Source: an optimization exercise on an open RTL-to-GDS flow (aim: small area, a short achievable clock period and few clock cycles per item). Production flows keep margins and buffers that such runs may drop.
In this exercise RTL edits were held to simulation tests only and were not proved equivalent to the original.
No activity file was given, so power comes from the tool's default toggle rates.

==> design.v <==
package led_pkg;
    localparam int FRAME_WORDS = 32;
    localparam int ROWS        = 8;
    localparam int DEVICES     = 4;
    localparam int COL_W       = 8;
    typedef enum logic [2:0] {
        S_IDLE,
        S_LOAD,
        S_RENDER,
        S_FIN,
        S_START,
        S_WAIT_ACK,
        S_WAIT_DONE,
        S_HOLD
    } state_t;
endpackage
module led_col_ram (
    input  logic       clk_i,
    input  logic       we_i,
    input  logic [7:0] waddr_i,
    input  logic [7:0] wdata_i,
    input  logic       re_i,
    input  logic [7:0] raddr_i,
    output logic [7:0] rdata_o,
    output logic       wpend_o,
    output logic [7:0] wpaddr_o
);
    logic [7:0]  mem_q [256];
    logic        we_q;
    logic [7:0]  waddr_q;
    logic [7:0]  wdata_q;
    logic [15:0] sel_lo_q;
    logic [15:0] sel_hi_q;
    logic [7:0]  grp [16];
    always_ff @(posedge clk_i) begin
        we_q    <= we_i;
        waddr_q <= waddr_i;
        wdata_q <= wdata_i;
        if (we_q) begin
            mem_q[waddr_q] <= wdata_q;
        end
    end
    always_ff @(posedge clk_i) begin
        if (re_i) begin
            for (int a = 0; a < 16; a++) begin
                sel_lo_q[a] <= (raddr_i[3:0] == 4'(a));
                sel_hi_q[a] <= (raddr_i[7:4] == 4'(a));
            end
        end
    end
    assign wpend_o  = we_q;
    assign wpaddr_o = waddr_q;
    always_comb begin
        rdata_o = '0;
        for (int h = 0; h < 16; h++) begin
            grp[h] = '0;
            for (int l = 0; l < 16; l++) begin
                grp[h] = grp[h] | (mem_q[16*h+l] & {8{sel_lo_q[l]}});
            end
            rdata_o = rdata_o | (grp[h] & {8{sel_hi_q[h]}});
        end
    end
endmodule
module led_scroll_engine #(
    parameter int ADDR_W = 8
) (
    input  logic              in_clk,
    input  logic              in_rst,
    input  logic [7:0]        in_col_data,
    input  logic [ADDR_W-1:0] in_col_addr,
    input  logic              in_col_we,
    input  logic [ADDR_W:0]   in_msg_len,
    input  logic              in_enable,
    input  logic [15:0]       in_hold,
    input  logic              in_drv_ready,
    output logic [15:0]       out_drv_data,
    output logic [4:0]        out_drv_addr,
    output logic              out_drv_we,
    output logic              out_drv_start,
    output logic [ADDR_W-1:0] out_offset,
    output logic              out_busy,
    output logic              out_frame_done
);
    localparam logic [ADDR_W:0] DEPTH_L = {1'b1, {ADDR_W{1'b0}}};
    function automatic logic [ADDR_W:0] clamp_len(input logic [ADDR_W:0] len);
        clamp_len = (len > DEPTH_L) ? DEPTH_L : len;
    endfunction
    function automatic logic [ADDR_W-1:0] start_offset(input logic [ADDR_W-1:0] base,
                                                       input logic [ADDR_W:0]   len);
        start_offset = ({1'b0, base} >= len) ? '0 : base;
    endfunction
    function automatic logic [ADDR_W-1:0] step_mod(input logic [ADDR_W-1:0] a,
                                                   input logic [ADDR_W:0]   lenm1);
        step_mod = (lenm1[ADDR_W] || a == lenm1[ADDR_W-1:0]) ? '0 : a + 1'b1;
    endfunction
    led_pkg::state_t   state_q;
    logic [4:0]        cnt_q;
    logic [ADDR_W-1:0] ptr_q;
    logic [ADDR_W-1:0] offset_q;
    logic [ADDR_W:0]   len_q;
    logic [ADDR_W:0]   lenm1_q;
    logic [ADDR_W-1:0] offset_adv_q;
    logic [15:0]       hold_q;
    logic [7:0]        buf_q [8];
    logic              ori_q;
    logic [7:0]        drv_data_q;
    logic [3:0]        drv_row_q;
    logic [4:0]        drv_addr_q;
    logic              drv_we_q;
    logic              drv_start_q;
    logic              frame_done_q;
    logic [7:0]        col_rd_data;
    logic [ADDR_W-1:0] offset_adv_d;
    logic [ADDR_W:0]   len_d;
    logic [ADDR_W-1:0] begin_off;
    logic              hold_end;
    logic              go_fast;
    logic              go_load;
    logic              step;
    logic              shift;
    logic [4:0]        s_idx;
    logic [7:0]        head;
    logic              ptr_ld;
    logic [3:0]        pl_q;
    logic              wpend;
    logic [7:0]        wpaddr;
    logic [7:0]        wdist;
    logic              pl_hit;
    logic              idle;
    logic              go_idle;
    logic              go_pre;
    logic              pl_shift;
    logic              pl_restart;
    logic [ADDR_W:0]   off_end;
    logic [ADDR_W-1:0] ptr_d;
    led_col_ram u_col_ram (
        .clk_i   (in_clk),
        .we_i    (in_col_we),
        .waddr_i (in_col_addr),
        .wdata_i (in_col_data),
        .re_i    (ptr_ld),
        .raddr_i (ptr_d),
        .rdata_o (col_rd_data),
        .wpend_o (wpend),
        .wpaddr_o(wpaddr)
    );
    always_ff @(posedge in_clk) begin
        offset_adv_q <= step_mod(offset_q, lenm1_q);
    end
    assign offset_adv_d = offset_adv_q;
    assign len_d        = clamp_len(in_msg_len);
    assign hold_end  = (state_q == led_pkg::S_HOLD) && (hold_q == 16'd0);
    assign go_fast   = hold_end && in_enable && (len_d == len_q);
    assign idle      = (state_q == led_pkg::S_IDLE);
    assign go_idle   = idle && in_enable && in_drv_ready;
    assign go_pre    = go_idle && (pl_q == 4'd9) && !pl_hit && (off_end < len_d);
    assign go_load   = (go_idle && !go_pre) ||
                       (hold_end && in_enable && (len_d != len_q));
    assign wdist      = wpaddr - offset_q;
    assign pl_hit     = wpend && (wdist <= 8'd8);
    assign off_end    = {1'b0, offset_q} + 9'd9;
    assign pl_restart = idle && (pl_hit || pl_q == 4'd0);
    assign pl_shift   = idle && !go_idle && !pl_hit && (pl_q != 4'd0) && (pl_q != 4'd9);
    assign begin_off = start_offset((state_q == led_pkg::S_IDLE) ? offset_q : offset_adv_d, len_d);
    assign step  = go_fast || go_pre || (state_q == led_pkg::S_RENDER);
    assign shift = step || (state_q == led_pkg::S_LOAD) || pl_shift;
    assign s_idx = (state_q == led_pkg::S_RENDER) ? cnt_q : 5'd0;
    always_comb begin
        for (int j = 0; j < 8; j++) begin
            head[7-j] = ori_q ? buf_q[j][0] : buf_q[0][j];
        end
    end
    always_ff @(posedge in_clk) begin
        if (shift) begin
            for (int i = 0; i < 8; i++) begin
                for (int j = 0; j < 8; j++) begin
                    if (!ori_q) begin
                        buf_q[i][j] <= (i == 7) ? col_rd_data[j] : buf_q[(i+1)%8][j];
                    end else begin
                        buf_q[i][j] <= (j == 7) ? col_rd_data[i] : buf_q[i][(j+1)%8];
                    end
                end
            end
        end
    end
    assign ptr_ld = go_load || shift || (pl_restart && !go_idle);
    assign ptr_d  = go_load ? begin_off :
                    pl_restart ? offset_q :
                    (step && s_idx == 5'd23) ? offset_adv_d :
                    idle ? ptr_q + 8'd1 : step_mod(ptr_q, lenm1_q);
    always_ff @(posedge in_clk) begin
        if (ptr_ld) begin
            ptr_q <= ptr_d;
        end
    end
    always_ff @(posedge in_clk) begin
        drv_data_q <= head & {8{!lenm1_q[ADDR_W] || idle}};
        drv_row_q  <= {1'b0, s_idx[2:0]} + 4'd1;
        drv_addr_q <= {s_idx[2:0], s_idx[4:3]};
    end
    always_ff @(posedge in_clk) begin
        if (in_rst) begin
            state_q      <= led_pkg::S_IDLE;
            cnt_q        <= '0;
            offset_q     <= '0;
            len_q        <= '0;
            lenm1_q      <= '1;
            hold_q       <= '0;
            ori_q        <= 1'b0;
            pl_q         <= '0;
            drv_we_q     <= 1'b0;
            drv_start_q  <= 1'b0;
            frame_done_q <= 1'b0;
        end else begin
            drv_we_q     <= step;
            drv_start_q  <= 1'b0;
            frame_done_q <= 1'b0;
            if (shift && ((state_q == led_pkg::S_LOAD) ? (cnt_q[2:0] == 3'd7) :
                          idle ? (pl_q == 4'd8) : (s_idx[2:0] == 3'd7))) begin
                ori_q <= ~ori_q;
            end
            if (!idle) begin
                pl_q <= '0;
            end
            case (state_q)
                led_pkg::S_IDLE: begin
                    if (go_load) begin
                        state_q  <= led_pkg::S_LOAD;
                        cnt_q    <= '0;
                        len_q    <= len_d;
                        lenm1_q  <= len_d - 1'b1;
                        offset_q <= begin_off;
                    end else if (go_pre) begin
                        state_q  <= led_pkg::S_RENDER;
                        cnt_q    <= 5'd1;
                        len_q    <= len_d;
                        lenm1_q  <= len_d - 1'b1;
                    end
                    if (go_idle) begin
                        pl_q <= '0;
                    end else if (pl_restart) begin
                        pl_q <= 4'd1;
                    end else if (pl_q != 4'd9) begin
                        pl_q <= pl_q + 4'd1;
                    end
                end
                led_pkg::S_LOAD: begin
                    if (cnt_q[2:0] == 3'd7) begin
                        state_q <= led_pkg::S_RENDER;
                        cnt_q   <= '0;
                    end else begin
                        cnt_q <= cnt_q + 5'd1;
                    end
                end
                led_pkg::S_RENDER: begin
                    cnt_q <= cnt_q + 5'd1;
                    if (cnt_q == 5'd31) begin
                        state_q <= led_pkg::S_FIN;
                    end
                end
                led_pkg::S_FIN: begin
                    state_q     <= led_pkg::S_START;
                    drv_start_q <= 1'b1;
                end
                led_pkg::S_START: begin
                    state_q <= led_pkg::S_WAIT_ACK;
                end
                led_pkg::S_WAIT_ACK: begin
                    if (!in_drv_ready) begin
                        state_q <= led_pkg::S_WAIT_DONE;
                    end
                end
                led_pkg::S_WAIT_DONE: begin
                    if (in_drv_ready) begin
                        state_q      <= led_pkg::S_HOLD;
                        frame_done_q <= 1'b1;
                        hold_q       <= in_hold;
                    end
                end
                led_pkg::S_HOLD: begin
                    if (hold_q == 16'd0) begin
                        len_q   <= len_d;
                        lenm1_q <= len_d - 1'b1;
                        if (go_fast) begin
                            state_q  <= led_pkg::S_RENDER;
                            cnt_q    <= 5'd1;
                            offset_q <= offset_adv_d;
                        end else if (go_load) begin
                            state_q  <= led_pkg::S_LOAD;
                            cnt_q    <= '0;
                            offset_q <= begin_off;
                        end else begin
                            state_q  <= led_pkg::S_IDLE;
                            offset_q <= offset_adv_d;
                        end
                    end else begin
                        hold_q <= hold_q - 16'd1;
                    end
                end
                default: begin
                    state_q <= led_pkg::S_IDLE;
                end
            endcase
        end
    end
    assign out_drv_data   = {4'h0, drv_row_q, drv_data_q};
    assign out_drv_addr   = drv_addr_q;
    assign out_drv_we     = drv_we_q;
    assign out_drv_start  = drv_start_q;
    assign out_offset     = offset_q;
    assign out_busy       = (state_q != led_pkg::S_IDLE);
    assign out_frame_done = frame_done_q;
endmodule
==> run.sh <==
#!/bin/bash
# synth_recipe.tcl (not shown) runs the flow's synth.tcl, then flattens the netlist and writes it again
# the make line also repeats each setting of config.mk as NAME=value (left out here)
make -C /OpenROAD-flow-scripts/flow DESIGN_CONFIG=/design/flow/config.mk WORK_HOME=/design/flow/orfs CLKGATE_MAP_FILE= SYNTH_SCRIPT=/design/flow/synth_recipe.tcl finish
==> config.mk <==
export PLATFORM = sky130hd
export DESIGN_NAME = led_scroll_engine
export DESIGN_NICKNAME = led_scroll_engine
export VERILOG_FILES = /design/flow/design.v
export SDC_FILE = /design/flow/constraint.sdc
export NUM_CORES = 4
export LEC_CHECK = 0
export ABC_CLOCK_PERIOD_IN_PS = 3000
export CAP_MARGIN = 20
export CORE_MARGIN = 2
export CORE_UTILIZATION = 45
export PLACE_DENSITY = 0.6
export SETUP_SLACK_MARGIN = 5
export SLEW_MARGIN = 20
==> constraint.sdc <==
create_clock -name core_clock -period 8.0 [get_ports {in_clk}]
set_input_delay 1.6000 -clock core_clock [delete_from_list [all_inputs] [get_ports {in_clk}]]
set_output_delay 1.6000 -clock core_clock [all_outputs]
set_load 0.01 [all_outputs]
==> summary.txt <==
[logic make-up after synthesis]
family | synth area share [%]
AO/OA/AOI/OAI | 11.80
other | 0.004456
XOR/XNOR | 0.4891
adder cells (fa/ha/maj) | 0.5204
AND/OR/NAND/NOR | 5.320
buffers and inverters | 1.774
multiplexers | 0.9203
flip-flops | 79.17
[repair_timing]
action,CTS,global route
endpoints found under the setup margin,1851,946
pin swaps,118,80
gates resized for setup,899,182
hold endpoints to repair,0,0
setup buffers,149,68
gates cloned,56,10
[layout make-up]
cell class / instances / share of cell area (%)
clock buffers: 286 / 5.723
flip-flops and latches: 2252 / 65.30
clock inverters: 124 / 1.259
repair buffers: 462 / 5.904
well taps: 2480 / 3.037
multi-input cells: 2384 / 18.52
inverters: 48 / 0.2511
[flip-flops by register name, indices dropped and copies added, names as in the netlist, 3 cells and up]
name	cells
ptr_q	8
offset_adv_q	8
pl_q	4
cnt_q	5
u_col_ram.waddr_q	8
drv_data_q	8
drv_row_q	4
lenm1_q	9
drv_addr_q	5
offset_q	8
state_q	3
len_q	9
u_col_ram.sel_hi_q	16
hold_q	16
u_col_ram.mem_q	2048
u_col_ram.wdata_q	8
buf_q	64
u_col_ram.sel_lo_q	16
[cell usage in the layout, fill, tap and decap left out, types with 26 or more instances in the layout]
master           instances
nor2_2                 168
nand3_1                130
o21ai_2                 43
buf_16                  32
buf_6                   43
inv_1                   33
a21oi_1                 35
clkbuf_1                60
clkbuf_16              232
a22oi_1                702
clkinv_1                48
o21ai_4                 31
buf_12                  51
nor4_2                  30
edfxtp_1              2152
mux2_2                  43
dfxtp_1                 72
nand2_1                 71
clkdlybuf4s50_1         34
clkinv_2                34
bufbuf_16               36
nor2_1                 117
nor2_4                  65
a22o_1                 173
o21ai_0                 66
buf_4                  223
nand4_1                171
a221oi_2                49
a221oi_1               117
buf_2                   26
o21ai_1                 30
[final timing paths]
path | cells after the start | endpoint | slack [ns] | start
worst max register to register | 15 | u_col_ram.sel_lo_q[10]$_DFFE_PP_ | 4.54 | state_q[0]$_SDFFE_PP0P_
worst min-delay path | 1 | drv_data_q[7]$_DFF_P_ | 0.44 | buf_q[0][0]$_DFFE_PP_
worst max-delay path | 4 | out_busy | 4.53 | state_q[0]$_SDFFE_PP0P_
worst min register to register | 1 | drv_data_q[7]$_DFF_P_ | 0.44 | buf_q[0][0]$_DFFE_PP_
[stage by stage]
step / util [%] / setup slack, ns / power (W) / cell area [um2] / cells
after floorplan: - / 2.032 / 0.01768 / 84310 / 4995
after global placement: 47.39 / 2.237 / 0.02079 / 87970 / 7340
after detailed placement: 47.41 / 2.152 / 0.02083 / 88010 / 7343
after CTS: 54.18 / 4.534 / 0.03374 / 100600 / 7958
after global routing: 55.04 / 4.441 / 0.03526 / 102200 / 8036
final: 55.04 / 4.535 / 0.03464 / 102200 / 8036
[worst max-delay path, cell delays in order (launching register included)]
cell,delay [ns]
dfxtp_4,0.35
nor3_4,0.24
clkinvlp_4,0.16
buf_6,0.15
buf_6,0.12
[metal layers]
metal / share of wire, % / track usage (%) / wire (um) / vias up
met5: 0.039 / 0 / 114 / -
met4: 5.6 / 14.05 / 16290 / 18
met3: 13 / 8.186 / 38390 / 718
met2: 45 / 44.44 / 130700 / 3908
met1: 37 / 40.58 / 107600 / 27290
li1: - / - / - / 21340
[power breakdown]
part           total (W)  internal (W)  switching (W)
Sequential        0.0139        0.0134       0.000488
Combinational     0.0105       0.00383        0.00664
Clock             0.0103       0.00571        0.00459
Total             0.0346        0.0229         0.0117
==> reports/results.ini <==
[die]
initial_core_util_pct = 45.34
coreArea_um2 = 185600
die-area_um2 = 190500
fp.dieW_um = 436.5
die_h_um = 436.5
rows = 158
ios = 79

[sta]
min_period_over_period_pct = 43.32
fmax_mhz = 288.6
tightest_slew_ns = 1.244
hold_slack_ns = 0.4448
slew_headroom_pct = 17.08
setup_viol = 0
tns_ns = 0
slew_viol_final = 0
rsz0062_at_grt = true
period_minus_slack_ns = 3.465
fin_skew_ns = 0.03866
hold_violations = 0

[logic_synthesis]
syn_area_um2 = 84160
synth_top_area_cell = edfxtp_1
synth_most_common_cell = edfxtp_1
netlist_instances = 4992
synthDistinctLibCells = 73
ys_seq_area_share_pct = 79.17
synth_area_per_cell_um2 = 16.86
synthFlopType = edfxtp_1
yosysWarnings = 4
async_flop_share_pct = 0
yosysTopAreaCellShare_pct = 76.79
synth-seq-cells = 2252
synth_edf_count = 2152
synthTopCellsByArea = edfxtp_1 (77%), a22oi_1 (6.3%), dfxtp_1 (2.4%)
yosys-top-cells-count = edfxtp_1 (2,152), a22oi_1 (709), nor2_1 (349)

[clock_tree]
cts_tree = built
clock_path_buffers = 3
numCtsBuffers = 222
h-tree-depth = 4
root_buffer = clkbuf_16
postCtsHoldBufs = 0
clock_sinks = 2252
clk_pin_slew_ns = 0.06
insertion_delay_ns = 0.88

[route]
vias_per_cell = 6.629
vias = 53270
ant_nets = 0
drtPass1Iterations = 10
drt_iter0_markers = 8561
wl_per_cell_um = 36.48
routed_wl_um = 293100
drc = 0

[global_route]
first_global_vias = 50040
grt_pass1_wl_um = 398100
antenna_found_initial = 12
grt_max_degree = 190
grt.total_usage_pct = 29.78
grt_overflow = 0

[placement]
portBuffers = 74
gp_congestion = 0.8720
place.detailed.hpwl_um = 143500

[worst_setup_path]
cp.arrival_ns = 1.87
critical_path_class = flop to output port
crit_path_start_kind = flop
crit_fanout = 2
required_ns = 6.40
cp-end-kind = output port

[power_and_ir_drop]
p_per_area_nw_per_um2 = 339.0
leakage_nw = 32.05
irDropWorstVdd_v = 0.0002087

[final_layout]
multi_input_area_um2 = 18930
fillers = 14220
seqCellArea_um2 = 66710
syn_to_final_growth_pct = 21.40
nets = 5451
n_antenna_cell = 0
final_layout_size_suffix_gt1_share_pct = 24.30

[flow_run]
maxCapViolations = 0

[status]
status = no timing/DRC/antenna violations

[min_path]
holdCritPathClass = flop to flop

Testbench counts, summed over its fixed seeds: cycles 13,321, frames 192.

## re-timing with driven ports
No port has a modelled driver above. Below, the same layout with a new extraction and two added sets of constraints. Step 1, drivers: a clkbuf_16 drives in_clk and a buf_2 each remaining input, both assumed. Step 2 times the ports against the registers' clock, not the clock port: input delays grow and output delays shrink by t, the midpoint of the rising clock arrivals with the driver on. Three values: ideal ports, drivers, drivers and shift; two values: the first two.
t, ns: 0.949
slack for setup (ns): 4.535 / 4.449 / 3.630
clock arrival spread, ns: 0.054 / 0.053
slew at the worst register clock pin (ns): 0.07 / 0.07
After both steps this run still meets setup and hold. For this run, drivers alone change the setup slack by -0.086 ns; drivers and shift together by -0.905 ns.
